Context: an optimization exercise on an open-source flow, tuned for small area. The choices shown serve that exercise and are no tape-out recipe.
In this exercise RTL edits were held to simulation tests only and were not proved equivalent to the original.
Power is estimated from default activity; no workload was simulated.

==> build 27 <==
==> flow/design.v <==
package matrix_pkg;
    typedef logic [1:0]         slot_t;   
    typedef logic [2:0]         dim_t;    
    typedef logic signed [15:0] elem_t;   
    typedef logic [7:0]         byte_t;   
    typedef struct packed {
        logic [12:0] rsvd;
        dim_t        dim;
    } dim_word_t;
    typedef union packed {
        elem_t     elem;   
        dim_word_t dw;     
    } num_word_u;
    localparam byte_t CHAR_MINUS = 8'h2D;
    localparam byte_t CHAR_SPACE = 8'h20;
    localparam byte_t CHAR_ZERO  = 8'h30;
    localparam int MAX_DIGITS = 5;   
endpackage
`timescale 1ns/1ns
module matrix_calc_top #(
    parameter int CLK_FREQ  = 100_000_000,
    parameter int BAUD_RATE = 6_250_000      
) (
    input  logic              clk,
    input  logic              rst_n,
    input  logic              rxd,
    input  logic              btn_load,
    input  logic              btn_print,
    input  matrix_pkg::slot_t slot_sel,
    output logic              txd,
    output logic              busy
);
    logic       rx_act;
    logic [7:0] rx_cnt;    
    logic [6:0] rx_sh;
    logic       rx_smp;
    logic       rx_ev;
    logic [7:0] rx_byte;
    assign rx_smp  = rx_act && (rx_cnt[3:0] == 4'd7);
    assign rx_ev   = rx_smp && (rx_cnt[7:4] == 4'd8);
    assign rx_byte = {rxd, rx_sh};
    always_ff @(posedge clk or negedge rst_n) begin
        if (!rst_n) begin
            rx_act <= 1'b0;
            rx_cnt <= '0;
        end else if (!rx_act) begin
            rx_cnt <= '0;
            if (!rxd) rx_act <= 1'b1;             
        end else begin
            rx_cnt <= rx_cnt + 1'b1;
            if (rx_smp && ((rx_cnt[7:4] == 4'd0 && rxd) ||   
                           rx_cnt[7:4] == 4'd9))             
                rx_act <= 1'b0;
        end
    end
    always_ff @(posedge clk) begin
        if (rx_smp && !rx_cnt[7]) rx_sh <= {rxd, rx_sh[6:1]};   
    end
    typedef enum logic [3:0] {
        S_IDLE, L_DIM, L_DIMW, L_DATA,
        P_DIMS, P_FETCH, P_SIGN, P_DIG, P_SPACE, P_FLUSH
    } state_t;
    state_t      st;
    logic [1:0]  slot;
    logic [2:0]  dm, dn;     
    logic [2:0]  r, c;       
    logic        bl_q, bp_q;
    logic        ld_act;
    assign ld_act = (st == L_DIM) || (st == L_DATA);
    assign busy   = (st != S_IDLE) && (st != P_DIMS);
    logic [15:0] acc;
    logic        p_neg;
    logic        p_have;
    logic        pend;
    logic        consume;
    logic        is_dig;
    logic        is_min;
    logic        mul;        
    logic [2:0]  aq;         
    logic [1:0]  cy;
    logic [3:0]  mi;         
    logic        a_i;
    logic        x_i;
    logic [2:0]  msum;
    assign is_dig = (rx_byte[7:4] == 4'h3) && (!rx_byte[3] || rx_byte[2:1] == 2'b00);
    assign is_min = (rx_byte == 8'h2D);
    assign mi   = {rx_cnt[4], rx_cnt[2:0]};
    assign a_i  = p_have && acc[0];                  
    assign x_i  = ((mi[3:2] == 2'b00) && rx_sh[mi[1:0]]) ^ p_neg;
    assign msum = {2'b00, aq[0]} + {2'b00, aq[2]} + {2'b00, x_i} + {1'b0, cy};
    always_ff @(posedge clk or negedge rst_n) begin
        if (!rst_n) begin
            p_neg  <= 1'b0;
            p_have <= 1'b0;
            pend   <= 1'b0;
            mul    <= 1'b0;
        end else if (mul) begin
            if (mi == 4'd15) begin
                mul    <= 1'b0;
                p_have <= 1'b1;
            end
        end else if (rx_ev) begin
            if (is_dig) begin
                mul <= 1'b1;
            end else if (is_min && !p_have) begin
                p_neg <= 1'b1;
            end else begin
                p_neg  <= 1'b0;
                p_have <= 1'b0;
                pend   <= p_have && ld_act;
            end
        end else if (consume) begin
            pend <= 1'b0;
        end
    end
    always_ff @(posedge clk) begin
        if (mul) begin
            acc <= {msum[0], acc[15:1]};
            aq  <= {aq[1:0], a_i};
            cy  <= msum[2:1];
        end else begin
            aq  <= '0;
            cy  <= {1'b0, p_neg};
        end
    end
    logic [2:0]  pr, pc;     
    logic [1:0]  dph;        
    logic        match;
    logic        dmatch;
    logic        we;         
    logic        dwe;        
    assign match  = (pr == r) && (pc == c);
    assign dmatch = (dph == slot);
    always_ff @(posedge clk or negedge rst_n) begin
        if (!rst_n) begin
            pr  <= '0;
            pc  <= '0;
            dph <= '0;
        end else begin
            dph <= dph + 1'b1;
            if (pc == 3'd6) begin
                pc <= '0;
                pr <= (pr == 3'd6) ? 3'd0 : pr + 1'b1;
            end else begin
                pc <= pc + 1'b1;
            end
        end
    end
    localparam int NE = 49;
    localparam int RW = NE * 16;
    logic [RW-1:0] ring0, ring1, ring2, ring3;
    logic [15:0]   rd;
    always_ff @(posedge clk) begin
        ring0 <= {ring0[RW-17:0], (we && slot == 2'd0) ? acc : ring0[RW-1 -: 16]};
        ring1 <= {ring1[RW-17:0], (we && slot == 2'd1) ? acc : ring1[RW-1 -: 16]};
        ring2 <= {ring2[RW-17:0], (we && slot == 2'd2) ? acc : ring2[RW-1 -: 16]};
        ring3 <= {ring3[RW-17:0], (we && slot == 2'd3) ? acc : ring3[RW-1 -: 16]};
    end
    always_comb begin
        case (slot)
            2'd0:    rd = ring0[RW-1 -: 16];
            2'd1:    rd = ring1[RW-1 -: 16];
            2'd2:    rd = ring2[RW-1 -: 16];
            default: rd = ring3[RW-1 -: 16];
        endcase
    end
    logic [11:0] dmr;    
    logic [11:0] dnr;    
    always_ff @(posedge clk or negedge rst_n) begin
        if (!rst_n) dmr <= '0;
        else        dmr <= {dmr[8:0], dwe ? dm : dmr[11:9]};
    end
    always_ff @(posedge clk) begin
        dnr <= {dnr[8:0], dwe ? dn : dnr[11:9]};
    end
    localparam logic [1:0] T_DIG = 2'd0, T_MIN = 2'd1, T_SPC = 2'd2, T_NONE = 2'd3;
    logic [7:0] tx_cnt;      
    logic [1:0] ttype;
    logic [3:0] d;
    logic       tx_act;
    logic       send;
    logic [7:0] ch;
    logic [3:0] tb;
    assign tx_act = !(tx_cnt[7] && tx_cnt[5]);
    assign tb     = tx_cnt[7:4];
    always_comb begin
        case (ttype)
            T_DIG:   ch = {4'h3, d};
            T_MIN:   ch = 8'h2D;
            default: ch = 8'h20;
        endcase
    end
    always_comb begin
        if (!tx_act || tb == 4'd9) txd = 1'b1;
        else if (tb == 4'd0)       txd = 1'b0;
        else                       txd = ch[3'(tb - 4'd1)];
    end
    always_ff @(posedge clk or negedge rst_n) begin
        if (!rst_n)      tx_cnt <= 8'hA0;
        else if (send)   tx_cnt <= '0;
        else if (tx_act) tx_cnt <= tx_cnt + 1'b1;
    end
    logic [14:0] W;
    logic        e;
    logic [2:0]  p;
    logic        started;
    logic [13:0] K;
    logic [15:0] T;
    logic        take;
    logic [3:0]  dcur;
    logic        step;
    always_comb begin
        case (p)
            3'd4:    K = 14'd10000 - 14'(e);
            3'd3:    K = 14'd1000 - 14'(e);
            3'd2:    K = 14'd100 - 14'(e);
            default: K = 14'd10 - 14'(e);
        endcase
    end
    assign T    = {1'b0, W} - {2'b0, K};
    assign take = !T[15];
    assign dcur = (ttype == T_DIG) ? 4'd0 : d;       
    assign step = !tx_act || (ttype != T_DIG);
    logic last_c, last_r;
    assign last_c = (c == dn - 1'b1);
    assign last_r = (r == dm - 1'b1);
    always_comb begin
        we      = (st == L_DATA) && pend && match;
        dwe     = (st == L_DIMW) && dmatch;
        consume = 1'b0;
        send    = 1'b0;
        case (st)
            L_DIM:  consume = pend;
            L_DATA: consume = we;
            P_SIGN, P_SPACE: send = !tx_act;
            P_DIG: if (!tx_act) begin
                if (p == 3'd0) send = 1'b1;
                else if (!take && (dcur != 4'd0 || started)) send = 1'b1;
            end
            default: ;
        endcase
    end
    state_t st_n;
    logic [1:0] slot_n, ttype_n;
    logic [2:0] dm_n, dn_n, r_n, c_n, p_n;
    logic [3:0] d_n;
    logic [14:0] W_n;
    logic e_n, started_n;
    always_comb begin
        st_n = st;
        slot_n = slot;
        dm_n = dm;
        dn_n = dn;
        r_n = r;
        c_n = c;
        ttype_n = ttype;
        d_n = d;
        W_n = W;
        e_n = e;
        p_n = p;
        started_n = started;
        case (st)
            S_IDLE: begin
                if (btn_load && !bl_q) begin
                    slot_n = slot_sel;
                    dm_n   = '0;
                    st_n   = L_DIM;
                end else if (btn_print && !bp_q) begin
                    slot_n = slot_sel;
                    st_n   = P_DIMS;
                end
            end
            L_DIM: if (pend && acc[2:0] != 3'd0) begin
                if (dm == 3'd0) begin
                    dm_n = acc[2:0];
                end else begin
                    dn_n = acc[2:0];
                    st_n = L_DIMW;
                end
            end
            L_DIMW: if (dmatch) begin
                r_n  = '0;
                c_n  = '0;
                st_n = L_DATA;
            end
            L_DATA: if (we) begin
                if (last_c) begin
                    c_n = '0;
                    if (last_r) st_n = S_IDLE;
                    else r_n = r + 1'b1;
                end else begin
                    c_n = c + 1'b1;
                end
            end
            P_DIMS: if (dmatch) begin
                dm_n = dmr[11:9];
                dn_n = dnr[11:9];
                r_n  = '0;
                c_n  = '0;
                st_n = (dmr[11:9] == 3'd0) ? P_FLUSH : P_FETCH;
            end
            P_FETCH: if (match) begin
                W_n       = rd[14:0] ^ {15{rd[15]}};
                e_n       = rd[15];
                p_n       = 3'd4;
                d_n       = '0;
                started_n = 1'b0;
                st_n      = rd[15] ? P_SIGN : P_DIG;
            end
            P_SIGN: if (!tx_act) begin
                ttype_n = T_MIN;
                st_n    = P_DIG;
            end
            P_DIG: if (step) begin
                if (!tx_act) ttype_n = T_NONE;
                if (p == 3'd0) begin
                    if (!tx_act) begin
                        d_n     = W[3:0] + 4'(e);
                        ttype_n = T_DIG;
                        st_n    = P_SPACE;
                    end
                end else if (take) begin
                    W_n = T[14:0];
                    e_n = 1'b0;
                    d_n = dcur + 1'b1;
                end else if (dcur != 4'd0 || started) begin
                    if (!tx_act) begin
                        d_n       = dcur;
                        ttype_n   = T_DIG;
                        started_n = 1'b1;
                        p_n       = p - 1'b1;
                    end
                end else begin
                    d_n = '0;
                    p_n = p - 1'b1;
                end
            end
            P_SPACE: if (!tx_act) begin
                ttype_n = T_SPC;
                st_n    = P_FETCH;
                if (last_c) begin
                    c_n = '0;
                    if (last_r) st_n = P_FLUSH;
                    else r_n = r + 1'b1;
                end else begin
                    c_n = c + 1'b1;
                end
            end
            P_FLUSH: if (!tx_act) st_n = S_IDLE;
            default: st_n = S_IDLE;
        endcase
    end
    always_ff @(posedge clk or negedge rst_n) begin
        if (!rst_n) begin
            st    <= S_IDLE;
            bl_q  <= 1'b0;
            bp_q  <= 1'b0;
            ttype <= T_NONE;
            d     <= '0;
        end else begin
            st    <= st_n;
            bl_q  <= btn_load;
            bp_q  <= btn_print;
            ttype <= ttype_n;
            d     <= d_n;
        end
    end
    always_ff @(posedge clk) begin
        slot    <= slot_n;
        dm      <= dm_n;
        dn      <= dn_n;
        r       <= r_n;
        c       <= c_n;
        W       <= W_n;
        e       <= e_n;
        p       <= p_n;
        started <= started_n;
    end
endmodule
==> flow/run.sh <==
#!/bin/bash
# synth_recipe.tcl (not shown) runs the flow's synth.tcl, then flattens the netlist and writes it again
# the make line also repeats each setting of config.mk as NAME=value (left out here)
make -C /OpenROAD-flow-scripts/flow DESIGN_CONFIG=/design/flow/config.mk WORK_HOME=/design/flow/orfs CLKGATE_MAP_FILE= SYNTH_SCRIPT=/design/flow/synth_recipe.tcl finish
==> flow/config.mk <==
export PLATFORM = sky130hd
export DESIGN_NAME = matrix_calc_top
export DESIGN_NICKNAME = matrix_calc_top
export VERILOG_FILES = /design/flow/design.v
export SDC_FILE = /design/flow/constraint.sdc
export NUM_CORES = 4
export LEC_CHECK = 0
export CAP_MARGIN = 20
export CORE_MARGIN = 2
export CORE_UTILIZATION = 75
export CTS_CLUSTER_DIAMETER = 70
export CTS_CLUSTER_SIZE = 30
export PLACE_DENSITY = 0.85
export SLEW_MARGIN = 20
==> flow/constraint.sdc <==
create_clock -name core_clock -period 10.0 [get_ports {clk}]
set_input_delay 2.0000 -clock core_clock [delete_from_list [all_inputs] [get_ports {clk}]]
set_output_delay 2.0000 -clock core_clock [all_outputs]
set_load 0.01 [all_outputs]
==> trial 1: changes against build 27 <==
--- a/flow/design.v
+++ b/flow/design.v
@@ -31,5 +31,26 @@
     output logic              busy
 );
-    logic       rx_act;
+    function automatic logic [7:0] inc8(input logic [7:0] a);
+        logic c;
+        c = 1'b1;
+        for (int i = 0; i < 8; i++) begin
+            inc8[i] = a[i] ^ c;
+            c       = c & a[i];
+        end
+    endfunction
+    function automatic logic [3:0] inc4(input logic [3:0] a, input logic ci);
+        logic c;
+        c = ci;
+        for (int i = 0; i < 4; i++) begin
+            inc4[i] = a[i] ^ c;
+            c       = c & a[i];
+        end
+    endfunction
+    function automatic logic [2:0] inc3(input logic [2:0] a);
+        inc3 = {a[2] ^ (a[1] & a[0]), a[1] ^ a[0], ~a[0]};
+    endfunction
+    function automatic logic [2:0] dec3(input logic [2:0] a);
+        dec3 = {a[2] ^ ~(a[1] | a[0]), a[1] ^ ~a[0], ~a[0]};
+    endfunction
     logic [7:0] rx_cnt;    
     logic [6:0] rx_sh;
@@ -37,19 +58,17 @@
     logic       rx_ev;
     logic [7:0] rx_byte;
-    assign rx_smp  = rx_act && (rx_cnt[3:0] == 4'd7);
+    assign rx_smp  = (rx_cnt[3:0] == 4'd7);
     assign rx_ev   = rx_smp && (rx_cnt[7:4] == 4'd8);
     assign rx_byte = {rxd, rx_sh};
     always_ff @(posedge clk or negedge rst_n) begin
         if (!rst_n) begin
-            rx_act <= 1'b0;
             rx_cnt <= '0;
-        end else if (!rx_act) begin
+        end else if (rx_cnt == 8'd0) begin
+            rx_cnt <= {7'd0, !rxd};               
+        end else if (rx_smp && ((rx_cnt[7:4] == 4'd0 && rxd) ||   
+                                rx_cnt[7:4] == 4'd9)) begin       
             rx_cnt <= '0;
-            if (!rxd) rx_act <= 1'b1;             
         end else begin
-            rx_cnt <= rx_cnt + 1'b1;
-            if (rx_smp && ((rx_cnt[7:4] == 4'd0 && rxd) ||   
-                           rx_cnt[7:4] == 4'd9))             
-                rx_act <= 1'b0;
+            rx_cnt <= inc8(rx_cnt);
         end
     end
@@ -58,14 +77,15 @@
     end
     typedef enum logic [3:0] {
-        S_IDLE, L_DIM, L_DIMW, L_DATA,
+        S_IDLE, L_M, L_MW, L_N, L_NW, L_DATA,
         P_DIMS, P_FETCH, P_SIGN, P_DIG, P_SPACE, P_FLUSH
     } state_t;
     state_t      st;
     logic [1:0]  slot;
-    logic [2:0]  dm, dn;     
+    logic        last_c;     
+    logic        last_r;     
     logic [2:0]  r, c;       
     logic        bl_q, bp_q;
     logic        ld_act;
-    assign ld_act = (st == L_DIM) || (st == L_DATA);
+    assign ld_act = (st == L_M) || (st == L_N) || (st == L_DATA);
     assign busy   = (st != S_IDLE) && (st != P_DIMS);
     logic [15:0] acc;
@@ -88,5 +108,9 @@
     assign a_i  = p_have && acc[0];                  
     assign x_i  = ((mi[3:2] == 2'b00) && rx_sh[mi[1:0]]) ^ p_neg;
-    assign msum = {2'b00, aq[0]} + {2'b00, aq[2]} + {2'b00, x_i} + {1'b0, cy};
+    logic ms1, mc1, mca;
+    assign ms1  = aq[0] ^ aq[2] ^ x_i;
+    assign mc1  = (aq[0] & aq[2]) | (x_i & (aq[0] ^ aq[2]));
+    assign mca  = ms1 & cy[0];
+    assign msum = {(mc1 & cy[1]) | (mca & (mc1 ^ cy[1])), mc1 ^ cy[1] ^ mca, ms1 ^ cy[0]};
     always_ff @(posedge clk or negedge rst_n) begin
         if (!rst_n) begin
@@ -129,5 +153,6 @@
     logic        dmatch;
     logic        we;         
-    logic        dwe;        
+    logic        dwe_m;      
+    logic        dwe_n;      
     assign match  = (pr == r) && (pc == c);
     assign dmatch = (dph == slot);
@@ -138,10 +163,10 @@
             dph <= '0;
         end else begin
-            dph <= dph + 1'b1;
+            dph <= {dph[1] ^ dph[0], ~dph[0]};
             if (pc == 3'd6) begin
                 pc <= '0;
-                pr <= (pr == 3'd6) ? 3'd0 : pr + 1'b1;
+                pr <= (pr == 3'd6) ? 3'd0 : inc3(pr);
             end else begin
-                pc <= pc + 1'b1;
+                pc <= inc3(pc);
             end
         end
@@ -169,8 +194,8 @@
     always_ff @(posedge clk or negedge rst_n) begin
         if (!rst_n) dmr <= '0;
-        else        dmr <= {dmr[8:0], dwe ? dm : dmr[11:9]};
+        else        dmr <= {dmr[8:0], dwe_m ? acc[2:0] : dmr[11:9]};
     end
     always_ff @(posedge clk) begin
-        dnr <= {dnr[8:0], dwe ? dn : dnr[11:9]};
+        dnr <= {dnr[8:0], dwe_n ? acc[2:0] : dnr[11:9]};
     end
     localparam logic [1:0] T_DIG = 2'd0, T_MIN = 2'd1, T_SPC = 2'd2, T_NONE = 2'd3;
@@ -192,12 +217,21 @@
     end
     always_comb begin
-        if (!tx_act || tb == 4'd9) txd = 1'b1;
-        else if (tb == 4'd0)       txd = 1'b0;
-        else                       txd = ch[3'(tb - 4'd1)];
+        case (tb)
+            4'd0:    txd = !tx_act;
+            4'd1:    txd = ch[0];
+            4'd2:    txd = ch[1];
+            4'd3:    txd = ch[2];
+            4'd4:    txd = ch[3];
+            4'd5:    txd = ch[4];
+            4'd6:    txd = ch[5];
+            4'd7:    txd = ch[6];
+            4'd8:    txd = ch[7];
+            default: txd = 1'b1;    
+        endcase
     end
     always_ff @(posedge clk or negedge rst_n) begin
         if (!rst_n)      tx_cnt <= 8'hA0;
         else if (send)   tx_cnt <= '0;
-        else if (tx_act) tx_cnt <= tx_cnt + 1'b1;
+        else if (tx_act) tx_cnt <= inc8(tx_cnt);
     end
     logic [14:0] W;
@@ -211,25 +245,48 @@
     logic        step;
     always_comb begin
-        case (p)
-            3'd4:    K = 14'd10000 - 14'(e);
-            3'd3:    K = 14'd1000 - 14'(e);
-            3'd2:    K = 14'd100 - 14'(e);
-            default: K = 14'd10 - 14'(e);
+        case ({p, e})
+            4'b1000: K = 14'd10000;
+            4'b1001: K = 14'd9999;
+            4'b0110: K = 14'd1000;
+            4'b0111: K = 14'd999;
+            4'b0100: K = 14'd100;
+            4'b0101: K = 14'd99;
+            4'b0010: K = 14'd10;
+            default: K = 14'd9;
         endcase
     end
-    assign T    = {1'b0, W} - {2'b0, K};
+    always_comb begin : sub_w
+        logic cb;
+        cb = 1'b1;                        
+        for (int i = 0; i < 16; i++) begin
+            logic a, b;
+            a    = (i < 15) ? W[i] : 1'b0;
+            b    = (i < 14) ? ~K[i] : 1'b1;
+            T[i] = a ^ b ^ cb;
+            cb   = (a & b) | (cb & (a ^ b));
+        end
+    end
     assign take = !T[15];
     assign dcur = (ttype == T_DIG) ? 4'd0 : d;       
     assign step = !tx_act || (ttype != T_DIG);
-    logic last_c, last_r;
-    assign last_c = (c == dn - 1'b1);
-    assign last_r = (r == dm - 1'b1);
+    logic [2:0] r_inc, c_inc;
+    assign r_inc  = inc3(r);
+    assign c_inc  = inc3(c);
+    always_ff @(posedge clk) begin
+        if (dmatch) begin
+            last_c <= (c_inc == dnr[11:9]);
+            last_r <= (r_inc == dmr[11:9]);
+        end
+    end
     always_comb begin
         we      = (st == L_DATA) && pend && match;
-        dwe     = (st == L_DIMW) && dmatch;
+        dwe_m   = (st == L_MW) && dmatch;
+        dwe_n   = (st == L_NW) && dmatch;
         consume = 1'b0;
         send    = 1'b0;
         case (st)
-            L_DIM:  consume = pend;
+            L_M, L_N: consume = pend && (acc[2:0] == 3'd0);    
+            L_MW:   consume = dwe_m;
+            L_NW:   consume = dwe_n;
             L_DATA: consume = we;
             P_SIGN, P_SPACE: send = !tx_act;
@@ -243,5 +300,5 @@
     state_t st_n;
     logic [1:0] slot_n, ttype_n;
-    logic [2:0] dm_n, dn_n, r_n, c_n, p_n;
+    logic [2:0] r_n, c_n, p_n;
     logic [3:0] d_n;
     logic [14:0] W_n;
@@ -250,6 +307,4 @@
         st_n = st;
         slot_n = slot;
-        dm_n = dm;
-        dn_n = dn;
         r_n = r;
         c_n = c;
@@ -264,6 +319,5 @@
                 if (btn_load && !bl_q) begin
                     slot_n = slot_sel;
-                    dm_n   = '0;
-                    st_n   = L_DIM;
+                    st_n   = L_M;
                 end else if (btn_print && !bp_q) begin
                     slot_n = slot_sel;
@@ -271,13 +325,8 @@
                 end
             end
-            L_DIM: if (pend && acc[2:0] != 3'd0) begin
-                if (dm == 3'd0) begin
-                    dm_n = acc[2:0];
-                end else begin
-                    dn_n = acc[2:0];
-                    st_n = L_DIMW;
-                end
-            end
-            L_DIMW: if (dmatch) begin
+            L_M:  if (pend && acc[2:0] != 3'd0) st_n = L_MW;
+            L_MW: if (dmatch) st_n = L_N;
+            L_N:  if (pend && acc[2:0] != 3'd0) st_n = L_NW;
+            L_NW: if (dmatch) begin
                 r_n  = '0;
                 c_n  = '0;
@@ -288,12 +337,10 @@
                     c_n = '0;
                     if (last_r) st_n = S_IDLE;
-                    else r_n = r + 1'b1;
+                    else r_n = r_inc;
                 end else begin
-                    c_n = c + 1'b1;
+                    c_n = c_inc;
                 end
             end
             P_DIMS: if (dmatch) begin
-                dm_n = dmr[11:9];
-                dn_n = dnr[11:9];
                 r_n  = '0;
                 c_n  = '0;
@@ -316,5 +363,5 @@
                 if (p == 3'd0) begin
                     if (!tx_act) begin
-                        d_n     = W[3:0] + 4'(e);
+                        d_n     = inc4(W[3:0], e);
                         ttype_n = T_DIG;
                         st_n    = P_SPACE;
@@ -323,5 +370,5 @@
                     W_n = T[14:0];
                     e_n = 1'b0;
-                    d_n = dcur + 1'b1;
+                    d_n = inc4(dcur, 1'b1);
                 end else if (dcur != 4'd0 || started) begin
                     if (!tx_act) begin
@@ -329,9 +376,9 @@
                         ttype_n   = T_DIG;
                         started_n = 1'b1;
-                        p_n       = p - 1'b1;
+                        p_n       = dec3(p);
                     end
                 end else begin
                     d_n = '0;
-                    p_n = p - 1'b1;
+                    p_n = dec3(p);
                 end
             end
@@ -342,7 +389,7 @@
                     c_n = '0;
                     if (last_r) st_n = P_FLUSH;
-                    else r_n = r + 1'b1;
+                    else r_n = r_inc;
                 end else begin
-                    c_n = c + 1'b1;
+                    c_n = c_inc;
                 end
             end
@@ -357,5 +404,4 @@
             bp_q  <= 1'b0;
             ttype <= T_NONE;
-            d     <= '0;
         end else begin
             st    <= st_n;
@@ -363,11 +409,11 @@
             bp_q  <= btn_print;
             ttype <= ttype_n;
-            d     <= d_n;
         end
     end
     always_ff @(posedge clk) begin
+        d <= d_n;
+    end
+    always_ff @(posedge clk) begin
         slot    <= slot_n;
-        dm      <= dm_n;
-        dn      <= dn_n;
         r       <= r_n;
         c       <= c_n;
==> build 32: changes against build 27 <==
--- a/flow/design.v
+++ b/flow/design.v
@@ -55,5 +55,5 @@
     end
     always_ff @(posedge clk) begin
-        if (rx_smp && !rx_cnt[7]) rx_sh <= {rxd, rx_sh[6:1]};   
+        if (rx_smp) rx_sh <= {rxd, rx_sh[6:1]};
     end
     typedef enum logic [3:0] {
@@ -76,17 +76,8 @@
     logic        is_dig;
     logic        is_min;
-    logic        mul;        
-    logic [2:0]  aq;         
-    logic [1:0]  cy;
-    logic [3:0]  mi;         
-    logic        a_i;
-    logic        x_i;
-    logic [2:0]  msum;
+    logic [15:0] sdig;
     assign is_dig = (rx_byte[7:4] == 4'h3) && (!rx_byte[3] || rx_byte[2:1] == 2'b00);
     assign is_min = (rx_byte == 8'h2D);
-    assign mi   = {rx_cnt[4], rx_cnt[2:0]};
-    assign a_i  = p_have && acc[0];                  
-    assign x_i  = ((mi[3:2] == 2'b00) && rx_sh[mi[1:0]]) ^ p_neg;
-    assign msum = {2'b00, aq[0]} + {2'b00, aq[2]} + {2'b00, x_i} + {1'b0, cy};
+    assign sdig   = p_neg ? -{12'b0, rx_byte[3:0]} : {12'b0, rx_byte[3:0]};
     always_ff @(posedge clk or negedge rst_n) begin
         if (!rst_n) begin
@@ -94,13 +85,7 @@
             p_have <= 1'b0;
             pend   <= 1'b0;
-            mul    <= 1'b0;
-        end else if (mul) begin
-            if (mi == 4'd15) begin
-                mul    <= 1'b0;
-                p_have <= 1'b1;
-            end
         end else if (rx_ev) begin
             if (is_dig) begin
-                mul <= 1'b1;
+                p_have <= 1'b1;
             end else if (is_min && !p_have) begin
                 p_neg <= 1'b1;
@@ -115,12 +100,5 @@
     end
     always_ff @(posedge clk) begin
-        if (mul) begin
-            acc <= {msum[0], acc[15:1]};
-            aq  <= {aq[1:0], a_i};
-            cy  <= msum[2:1];
-        end else begin
-            aq  <= '0;
-            cy  <= {1'b0, p_neg};
-        end
+        if (rx_ev && is_dig) acc <= (p_have ? acc : 16'd0) * 16'd10 + sdig;
     end
     logic [2:0]  pr, pc;     
@@ -165,12 +143,8 @@
         endcase
     end
-    logic [11:0] dmr;    
-    logic [11:0] dnr;    
+    logic [23:0] dring;
     always_ff @(posedge clk or negedge rst_n) begin
-        if (!rst_n) dmr <= '0;
-        else        dmr <= {dmr[8:0], dwe ? dm : dmr[11:9]};
-    end
-    always_ff @(posedge clk) begin
-        dnr <= {dnr[8:0], dwe ? dn : dnr[11:9]};
+        if (!rst_n) dring <= '0;
+        else        dring <= {dring[17:0], dwe ? {dm, dn} : dring[23:18]};
     end
     localparam logic [1:0] T_DIG = 2'd0, T_MIN = 2'd1, T_SPC = 2'd2, T_NONE = 2'd3;
@@ -294,9 +268,9 @@
             end
             P_DIMS: if (dmatch) begin
-                dm_n = dmr[11:9];
-                dn_n = dnr[11:9];
+                dm_n = dring[23:21];
+                dn_n = dring[20:18];
                 r_n  = '0;
                 c_n  = '0;
-                st_n = (dmr[11:9] == 3'd0) ? P_FLUSH : P_FETCH;
+                st_n = (dring[23:21] == 3'd0) ? P_FLUSH : P_FETCH;
             end
             P_FETCH: if (match) begin
--- a/flow/config.mk
+++ b/flow/config.mk
@@ -8,7 +8,7 @@
 export CAP_MARGIN = 20
 export CORE_MARGIN = 2
-export CORE_UTILIZATION = 75
-export CTS_CLUSTER_DIAMETER = 70
+export CORE_UTILIZATION = 70
+export CTS_CLUSTER_DIAMETER = 80
 export CTS_CLUSTER_SIZE = 30
-export PLACE_DENSITY = 0.85
+export PLACE_DENSITY = 0.8
 export SLEW_MARGIN = 20
==> trial 30: changes against build 27 <==
--- a/flow/config.mk
+++ b/flow/config.mk
@@ -8,7 +8,7 @@
 export CAP_MARGIN = 20
 export CORE_MARGIN = 2
-export CORE_UTILIZATION = 75
+export CORE_UTILIZATION = 70
 export CTS_CLUSTER_DIAMETER = 70
 export CTS_CLUSTER_SIZE = 30
-export PLACE_DENSITY = 0.85
+export PLACE_DENSITY = 0.8
 export SLEW_MARGIN = 20
==> notes.md <==
| metric | trial 1 | build 32 | trial 30 | build 27 |
|---|---|---|---|---|
| Result of the run | timing/DRC/antenna clean | timing/DRC/antenna clean | timing/DRC/antenna clean | timing/DRC/antenna clean |
| TritonCTS buffer count | 119 | 119 | 130 | 120 |
| DRT met1 WL | 47600 um | 46300 um | 46400 um | 47300 um |
| Count of routing violations after the opening detailed-route iteration | 1761 | 1530 | 1654 | 1904 |
| Signal buffers | 15 | 14 | 17 | 15 |
| CP Max Fanout | 10 | 7 | 8 | 8 |
| Net count after synthesis | 3823 | 4105 | 3913 | 3913 |
| Post-synthesis mux area share | 1.92% | 1.76% | 1.78% | 1.78% |
| CORE AREA | 93000 um2 | 102000 um2 | 100000 um2 | 93300 um2 |
| Proportion of power drawn by the clock network | 30.9% | 29.6% | 31.2% | 30.2% |
| Share of total power in sequential cells | 68.6% | 67.5% | 66.5% | 67.4% |
| Required time at the endpoint of the critical path | 10380 ps | 8000 ps | 8000 ps | 8000 ps |
| Worst Hold End | ring2[525]$_DFF_P_ | ring2[480]$_DFF_P_ | ring2[326]$_DFF_P_ | ring1[430]$_DFF_P_ |
| Final clock period utilization by the worst path | 78.4% | 54.1% | 52.5% | 52.1% |
| Synthesized-area fraction occupied by adder cells | 0.870% | 1.32% | 0.651% | 0.651% |
| Clock network share of area | 4.23% | 4.19% | 4.92% | 4.40% |
| Share of the synthesized netlist area taken by xor and xnor gates | 0.487% | 0.950% | 0.725% | 0.725% |
| Area growth syn-to-layout | 6.65% | 6.85% | 7.63% | 6.90% |
| Inverters | 39 | 39 | 35 | 35 |
| Post-route clock skew | 38.2 ps | 24.4 ps | 32.7 ps | 32.7 ps |
| Met2 Resource Use GR | 45.6% | 32.4% | 32.6% | 47.3% |
| Proportion of register bits with asynchronous set or reset after synthesis | 1.47% | 1.96% | 1.62% | 1.62% |
| IR Drop Worst-Case VDD | 0.000283 V | 0.000213 V | 0.000235 V | 0.000221 V |
| Worst setup path end | d[3]$_SDFFCE_PN0P_ | txd | txd | txd |
| Met1 demand-to-capacity share in global routing | 31.4% | 26.9% | 27.3% | 30.6% |
| Cell area after placement | 71700 um2 | 73600 um2 | 72300 um2 | 72300 um2 |
| GRT Util Overall | 25.0% | 19.4% | 19.8% | 25.6% |

port drivers added, routing unchanged:
In the flow no input, the clock included, has a driving cell. The finished layouts below were timed again as built, in two steps. Step 1, drivers: a clkbuf_16 drives clk and a buf_2 each remaining input, both assumed. Step 2 times the ports against the registers' clock, not the clock port: input delays grow and output delays shrink by t, the midpoint of the rising clock arrivals with the driver on. a / b / c = ideal ports / drivers / drivers and shift; a / b = the first two.
| run | shift t [ns] | setup slack, ns | latest minus earliest clock arrival (ns) | worst data-port slew with drivers (ns) | pins driven straight from the clock port |
|---|---|---|---|---|---|
| build 27 | 0.812 | 4.785 / 4.713 / 5.392 | 0.037 / 0.038 | 0.05 | 1 |
| trial 1 | 0.795 | 2.165 / 2.165 / 2.165 | 0.042 / 0.042 | 0.04 | 1 |
| build 32 | 0.790 | 4.589 / 4.522 / 5.312 | 0.030 / 0.031 | 0.10 | 1 |
| trial 30 | 0.813 | 4.745 / 4.682 / 5.495 | 0.054 / 0.054 | 0.08 | 1 |
After both steps setup and hold are still met in every run listed.
